Source: an optimization exercise on an open RTL-to-GDS flow (aim: small area, a short achievable clock period and few clock cycles per item). Production flows keep margins and buffers that such runs may drop. Only simulation tests tie the RTL to the original design; equivalence was not proved.

**design/flow/config.mk**
```make
export PLATFORM = sky130hd
export DESIGN_NAME = real_mul_arbiter
export DESIGN_NICKNAME = real_mul_arbiter
export VERILOG_FILES = /design/flow/design.v
export SDC_FILE = /design/flow/constraint.sdc
export NUM_CORES = 4
export LEC_CHECK = 0
export CAP_MARGIN = 20
export CORE_MARGIN = 2
export CORE_UTILIZATION = 40
export SLEW_MARGIN = 20
```
**design/flow/constraint.sdc**
```tcl
create_clock -name core_clock -period 10.5 [get_ports {clk}]
set_input_delay 2.1000 -clock core_clock [delete_from_list [all_inputs] [get_ports {clk}]]
set_output_delay 2.1000 -clock core_clock [all_outputs]
set_load 0.01 [all_outputs]
```
**design/flow/design.v**
```verilog
package real_mul_arbiter_pkg;
  localparam int OP_W  = 64;   
  localparam int CNT_W = 16;   
  localparam int MID_W = 39;   
endpackage
module real_mul_mid (
  input  logic [31:0] a,
  input  logic [31:0] b,
  output logic [38:0] mid
);
  logic        sgn;
  logic [7:0]  ea, eb;
  logic [22:0] ma, mb;
  logic [47:0] prod;
  logic        nan, inf, zero;
  logic [8:0]  esum;
  assign sgn  = a[31] ^ b[31];
  assign ea   = a[30:23];
  assign eb   = b[30:23];
  assign ma   = a[22:0];
  assign mb   = b[22:0];
  assign prod = {1'b1, ma} * {1'b1, mb};
  assign esum = {1'b0, ea} + {1'b0, eb};
  assign nan  = ((&ea) && ma != '0) || ((&eb) && mb != '0) ||
                ((&ea) && eb == '0) || ((&eb) && ea == '0);
  assign inf  = (&ea) || (&eb);
  assign zero = (ea == '0) || (eb == '0);
  assign mid = {nan | inf, nan | zero, sgn, esum, prod[47:22], |prod[21:0]};
endmodule
module real_mul_fin (
  input  logic [38:0] mid,
  output logic [31:0] res
);
  logic        cls1, cls0, sgn, sticky, rnd;
  logic [8:0]  esum;
  logic [25:0] ph;
  logic [23:0] keep;
  logic        g, s;
  logic [24:0] mr;
  logic [9:0]  e;
  assign {cls1, cls0, sgn, esum, ph, sticky} = mid;
  always_comb begin
    if (ph[25]) begin
      keep = ph[25:2];
      g    = ph[1];
      s    = ph[0] | sticky;
    end else begin
      keep = ph[24:1];
      g    = ph[0];
      s    = sticky;
    end
  end
  assign rnd = g & (s | keep[0]);
  assign mr  = {1'b0, keep} + 25'(rnd);
  assign e   = 10'(esum) - 10'd127 + 10'(ph[25]) + 10'(mr[24]);
  always_comb begin
    case ({cls1, cls0})
      2'b11:   res = 32'h7FC00000;
      2'b10:   res = {sgn, 8'hFF, 23'd0};
      2'b01:   res = {sgn, 31'd0};
      default: begin
        if (!e[9] && e >= 10'd255)      res = {sgn, 8'hFF, 23'd0};
        else if (e[9] || e == 10'd0)    res = {sgn, 31'd0};
        else                            res = {sgn, e[7:0], mr[22:0]};
      end
    endcase
  end
endmodule
module real_mul_arbiter #(
  parameter  int N_REQ = 4,
  localparam int ID_W  = $clog2(N_REQ)
) (
  input  logic                  clk,
  input  logic                  rst,
  input  logic [N_REQ-1:0]      req_valid,
  output logic [N_REQ-1:0]      req_ready,
  input  logic [real_mul_arbiter_pkg::OP_W*N_REQ-1:0] req_op1,
  input  logic [real_mul_arbiter_pkg::OP_W*N_REQ-1:0] req_op2,
  output logic                  rsp_valid,
  input  logic                  rsp_ready,
  output logic [ID_W-1:0]       rsp_id,
  output logic [real_mul_arbiter_pkg::OP_W-1:0] rsp_result,
  output logic                  busy,
  output logic [real_mul_arbiter_pkg::CNT_W-1:0] ops_done
);
  localparam int OP_W = real_mul_arbiter_pkg::OP_W;
  localparam int MW   = real_mul_arbiter_pkg::MID_W;
  logic [ID_W-1:0]  rr_ptr;
  logic [ID_W-1:0]  gnt_idx;
  logic             gnt_any;
  logic             adv;
  logic             acc;
  logic [OP_W-1:0]  op1_s, op2_s;
  logic [2*MW-1:0]  mid_d, mid_q;
  always_comb begin
    gnt_any = 1'b0;
    gnt_idx = '0;
    for (int k = N_REQ - 1; k >= 0; k--) begin
      if (req_valid[ID_W'((int'(rr_ptr) + k) % N_REQ)]) begin
        gnt_any = 1'b1;
        gnt_idx = ID_W'((int'(rr_ptr) + k) % N_REQ);
      end
    end
  end
  assign adv = !rsp_valid || rsp_ready;
  assign acc = rst && adv && gnt_any;
  always_comb begin
    req_ready = '0;
    if (acc) req_ready[gnt_idx] = 1'b1;
  end
  assign op1_s = req_op1[gnt_idx*OP_W +: OP_W];
  assign op2_s = req_op2[gnt_idx*OP_W +: OP_W];
  assign busy = rsp_valid;
  always_ff @(posedge clk or negedge rst) begin
    if (!rst) begin
      rr_ptr    <= '0;
      rsp_valid <= 1'b0;
      rsp_id    <= '0;
      ops_done  <= '0;
    end else begin
      if (adv) begin
        rsp_valid <= gnt_any;
        rsp_id    <= gnt_idx;
      end
      if (acc) rr_ptr <= gnt_idx + 1'b1;
      if (rsp_valid && rsp_ready) ops_done <= ops_done + 1'b1;
    end
  end
  always_ff @(posedge clk) begin
    if (adv) mid_q <= mid_d;
  end
  real_mul_mid u_mid0 (.a(op1_s[31:0]),  .b(op2_s[31:0]),  .mid(mid_d[MW-1:0]));
  real_mul_mid u_mid1 (.a(op1_s[63:32]), .b(op2_s[63:32]), .mid(mid_d[2*MW-1:MW]));
  real_mul_fin u_fin0 (.mid(mid_q[MW-1:0]),      .res(rsp_result[31:0]));
  real_mul_fin u_fin1 (.mid(mid_q[2*MW-1:MW]),   .res(rsp_result[63:32]));
endmodule
```
**design/flow/run.sh**
```bash
#!/bin/bash
# synth_recipe.tcl (not shown) runs the flow's synth.tcl, then flattens the netlist and writes it again
# the make line also repeats each setting of config.mk as NAME=value (left out here)
make -C /OpenROAD-flow-scripts/flow DESIGN_CONFIG=/design/flow/config.mk WORK_HOME=/design/flow/orfs CLKGATE_MAP_FILE= SYNTH_SCRIPT=/design/flow/synth_recipe.tcl finish
```
==> run notes <==
==> cell families (layout without fill, tap and decap cells) <==
kind of cell | count (synthesis) | in the layout
other cells | 0 | 6
mux | 264 | 264
simple gates | 1861 | 1861
buf+inv | 1524 | 2634
flops | 99 | 99
compound gates | 424 | 424
xor+xnor | 193 | 193
fa+ha+maj | 1349 | 1349
==> layout by cell type, fill, tap and decap left out, drive strengths merged, types with 20 or more instances in the layout <==
| cell | count |
|---|---|
| a211oi | 27 |
| a21o | 73 |
| a21oi | 114 |
| a31oi | 22 |
| and2 | 67 |
| and3 | 28 |
| buf | 756 |
| clkdlybuf4s50 | 602 |
| dfrtp | 21 |
| edfxtp | 78 |
| fa | 968 |
| ha | 381 |
| inv | 1243 |
| mux2 | 45 |
| mux2i | 219 |
| nand2 | 888 |
| nand3 | 55 |
| nand4 | 31 |
| nor2 | 653 |
| nor2b | 23 |
| nor3 | 22 |
| nor4 | 33 |
| o21ai | 91 |
| o21bai | 20 |
| xnor2 | 125 |
| xor2 | 68 |
==> worst max-delay path by stage <==
stage	from	to	slack, ns	depth (start not counted)
5_1_grt	req_valid[0]	mid_q[62]	-0.1	39
4_1_cts	req_valid[2]	mid_q[60]	-0.02	39
6_report	req_valid[0]	mid_q[62]	0.15	40
3_5_place_dp	req_valid[0]	mid_q[62]	-1.33	38
3_3_place_gp	req_valid[0]	mid_q[64]	-1.34	35
2_1_floorplan	req_valid[0]	mid_q[26]	0.03	37
==> routing by layer <==
layer	routed length [um]	GRT usage
met4	7430	0.0986
met5	47	0
met2	83500	0.488
met3	19500	0.0774
met1	73500	0.389
==> sequential cells by signal, summed over array words and instances (netlist names) <==
name,count
mid_q,78
ops_done,16
rr_ptr,2
rsp_id,2
rsp_valid,1
==> area by class of cell <==
| class | count | area (sq um) |
|---|---|---|
| Clock buffer | 9 | 225 |
| Antenna cell | 6 | 15.0 |
| Inverter | 1253 | 4760 |
| Fill cell | 10900 | 55200 |
| Tap cell | 1536 | 1920 |
| Clock inverter | 7 | 91.3 |
| Timing Repair Buffer | 1365 | 13200 |
| Sequential cell | 99 | 2870 |
| Multi-Input combinational cell | 4091 | 39900 |
==> what timing repair did <==
action | CTS | global route
setup endpoints to repair | 36 | 44
setup buffers | 33 | 45
pin swaps | 56 | 91
gates resized for setup | 181 | 159
cloned | 8 | 2
==> key figures <==
Outcome
  – Outcome: timing/DRC/antenna clean

Critical path
  – WP buf/inv: 17
  – Setup crit start kind: input pin
  – RR Startpoint: rr_ptr[0]
  – Worst path max stage delay: 0.55 ns
  – R2R setup slack: 1.46 ns
  – Crit path max-delay cell type: fa_1
  – Reg2Reg Depth: 38
  – Setup crit end kind: flop
  – Crit path top cell by count: fa_1
  – Setup Crit Path Kind: input pin to flop
  – Worst Path Max Fanout: 6
  – Crit path DAT: 10.51 ns
  – FF-to-FF End: mid_q[62]
  – Critical path's top delay family: adder cells
  – Worst EP required: 10.67 ns

Timing
  – Worst Skew: 0.0161 ns
  – Final setup TNS: 0 ns
  – Fmax: 96.6 MHz
  – Fin worst setup slack: 0.152 ns
  – Slew @ Worst Pin: 1.06 ns
  – WHS: 0.478 ns
  – Max-slew violation count: 0
  – Final-report setup violation count: 0
  – Clock period minus worst slack: 10.35 ns
  – RSZ-0062 raised after global routing: yes
  – Final period util: 0.986
  – Slew HR: 0.288
  – Final hold vios: 0

Clock tree
  – Root buffer cell: clkbuf_16
  – Clock tree sinks: 99
  – Cts hold-fix bufs: 0
  – CTS H-tree depth: 3
  – Worst skew pair latency: 0.43 ns
  – CTS Buffer Depth: 2
  – CTS tree: yes
  – CTS clk-pin slew, worst paths: 0.09 ns
  – Inserted Clock Buffers: 9

Synth
  – Cells after Synth: 5714
  – Sequential area share after synthesis: 0.0601
  – Count of unique library cells instantiated by Yosys: 75
  – Syn nets: 7582
  – Mux contribution to synthesized area: 0.0566
  – Cell Area, Synth: 47700 sq um
  – Synth Area in XOR/XNOR: 0.0354
  – Top cells by area, synth: fa_1 41%, ha_1 10%, inv_1 9.7%
  – Ys flop type: edfxtp_1
  – Main combinational cell family by area after synthesis: adder cells
  – Compound-Gate Fraction of Synth Area: 0.0579
  – Post-Syn Area per Cell: 8.35 sq um
  – Most frequent cell after synthesis: inv_1
  – Number of flops mapped to enable cells by yosys: 78
  – Async SR Flop Fraction: 0.212
  – Most area-hungry cell type in the Yosys netlist: fa_1
  – Synth Register Bits: 99
  – Synth top area share: 0.406
  – Synth warn: 2
  – Synth Area in Adders: 0.506
  – Post-synth top cells: 1234 x inv_1, 968 x fa_1, 888 x nand2_1, 653 x nor2_1, 381 x ha_1
  – Simple-Gate Fraction of Synth Area: 0.162

Die
  – Die H: 349 um
  – Die area: 122000 sq um
  – Initial core utilization: 0.404
  – Core area: 118000 sq um
  – Top-Level Pins: 607
  – Die W: 349 um
  – Row count: 126

Drt
  – Drc violations: 0
  – Drt pass-1 iters: 7
  – Total number of vias: 43100
  – Vias/cell: 5.15
  – Wire per inst: 22.0 um
  – Iter 0 DRT Violations: 3075
  – Total routed wirelength: 184 mm
  – ANT nets after route: 0

Place
  – Pre-CTS setup slack: -1.33 ns
  – Placed Instances: 8260
  – Detailed Place HPWL: 161 mm
  – RD Place Congestion: 1.02
  – Port Buffers: 606
  – Placement Cell Area: 60600 sq um

Run
  – Max Cap Viol: 0

Final layout
  – Share of cells above drive strength 1: 0.155
  – Area growth syn-to-layout: 32.1%
  – Design area: 63000 sq um
  – Final core utilization: 0.533
  – Fin cells: 8366
  – Final #Nets: 8687

Min path
  – Worst Hold Depth: 1
  – Hold EP: ops_done[15]
  – Min-Delay Startpoint: ops_done[15]
  – Min-delay worst type: flop to flop

Global route
  – Congestion Overflow GR: 0
  – First-pass GRT wire length: 273 mm
  – Vias in the first global route: 44600
  – Largest net degree at the start of global routing: 51
  – Antenna violations before repair: 11
  – Gr usage total: 0.300
Testbench counts, summed over its fixed seeds: cycles 3,208, items 3,200.

port drivers added, routing unchanged:
In the flow no input, the clock included, has a driving cell. The finished layout below was timed again as built, in two steps.
Step 1: set_driving_cell puts a clkbuf_16 on clk and a buf_2 on each other input, an assumption about the parent block.
Step 2 also shifts input and output timing later by t, the mid clock arrival at the registers, as if the neighbouring blocks saw the same clock.
a / b / c = ideal ports / drivers / drivers and shift; a / b = the first two.
shift t [ns]: 0.495
slack for setup (ns): 0.152 / 0.176 / -0.319
pins driven straight from the clock port: 1
Met with ideal ports but missed after step 2: setup timing in this run. For this run, drivers alone change the setup slack by +0.024 ns; drivers and shift together by -0.471 ns.
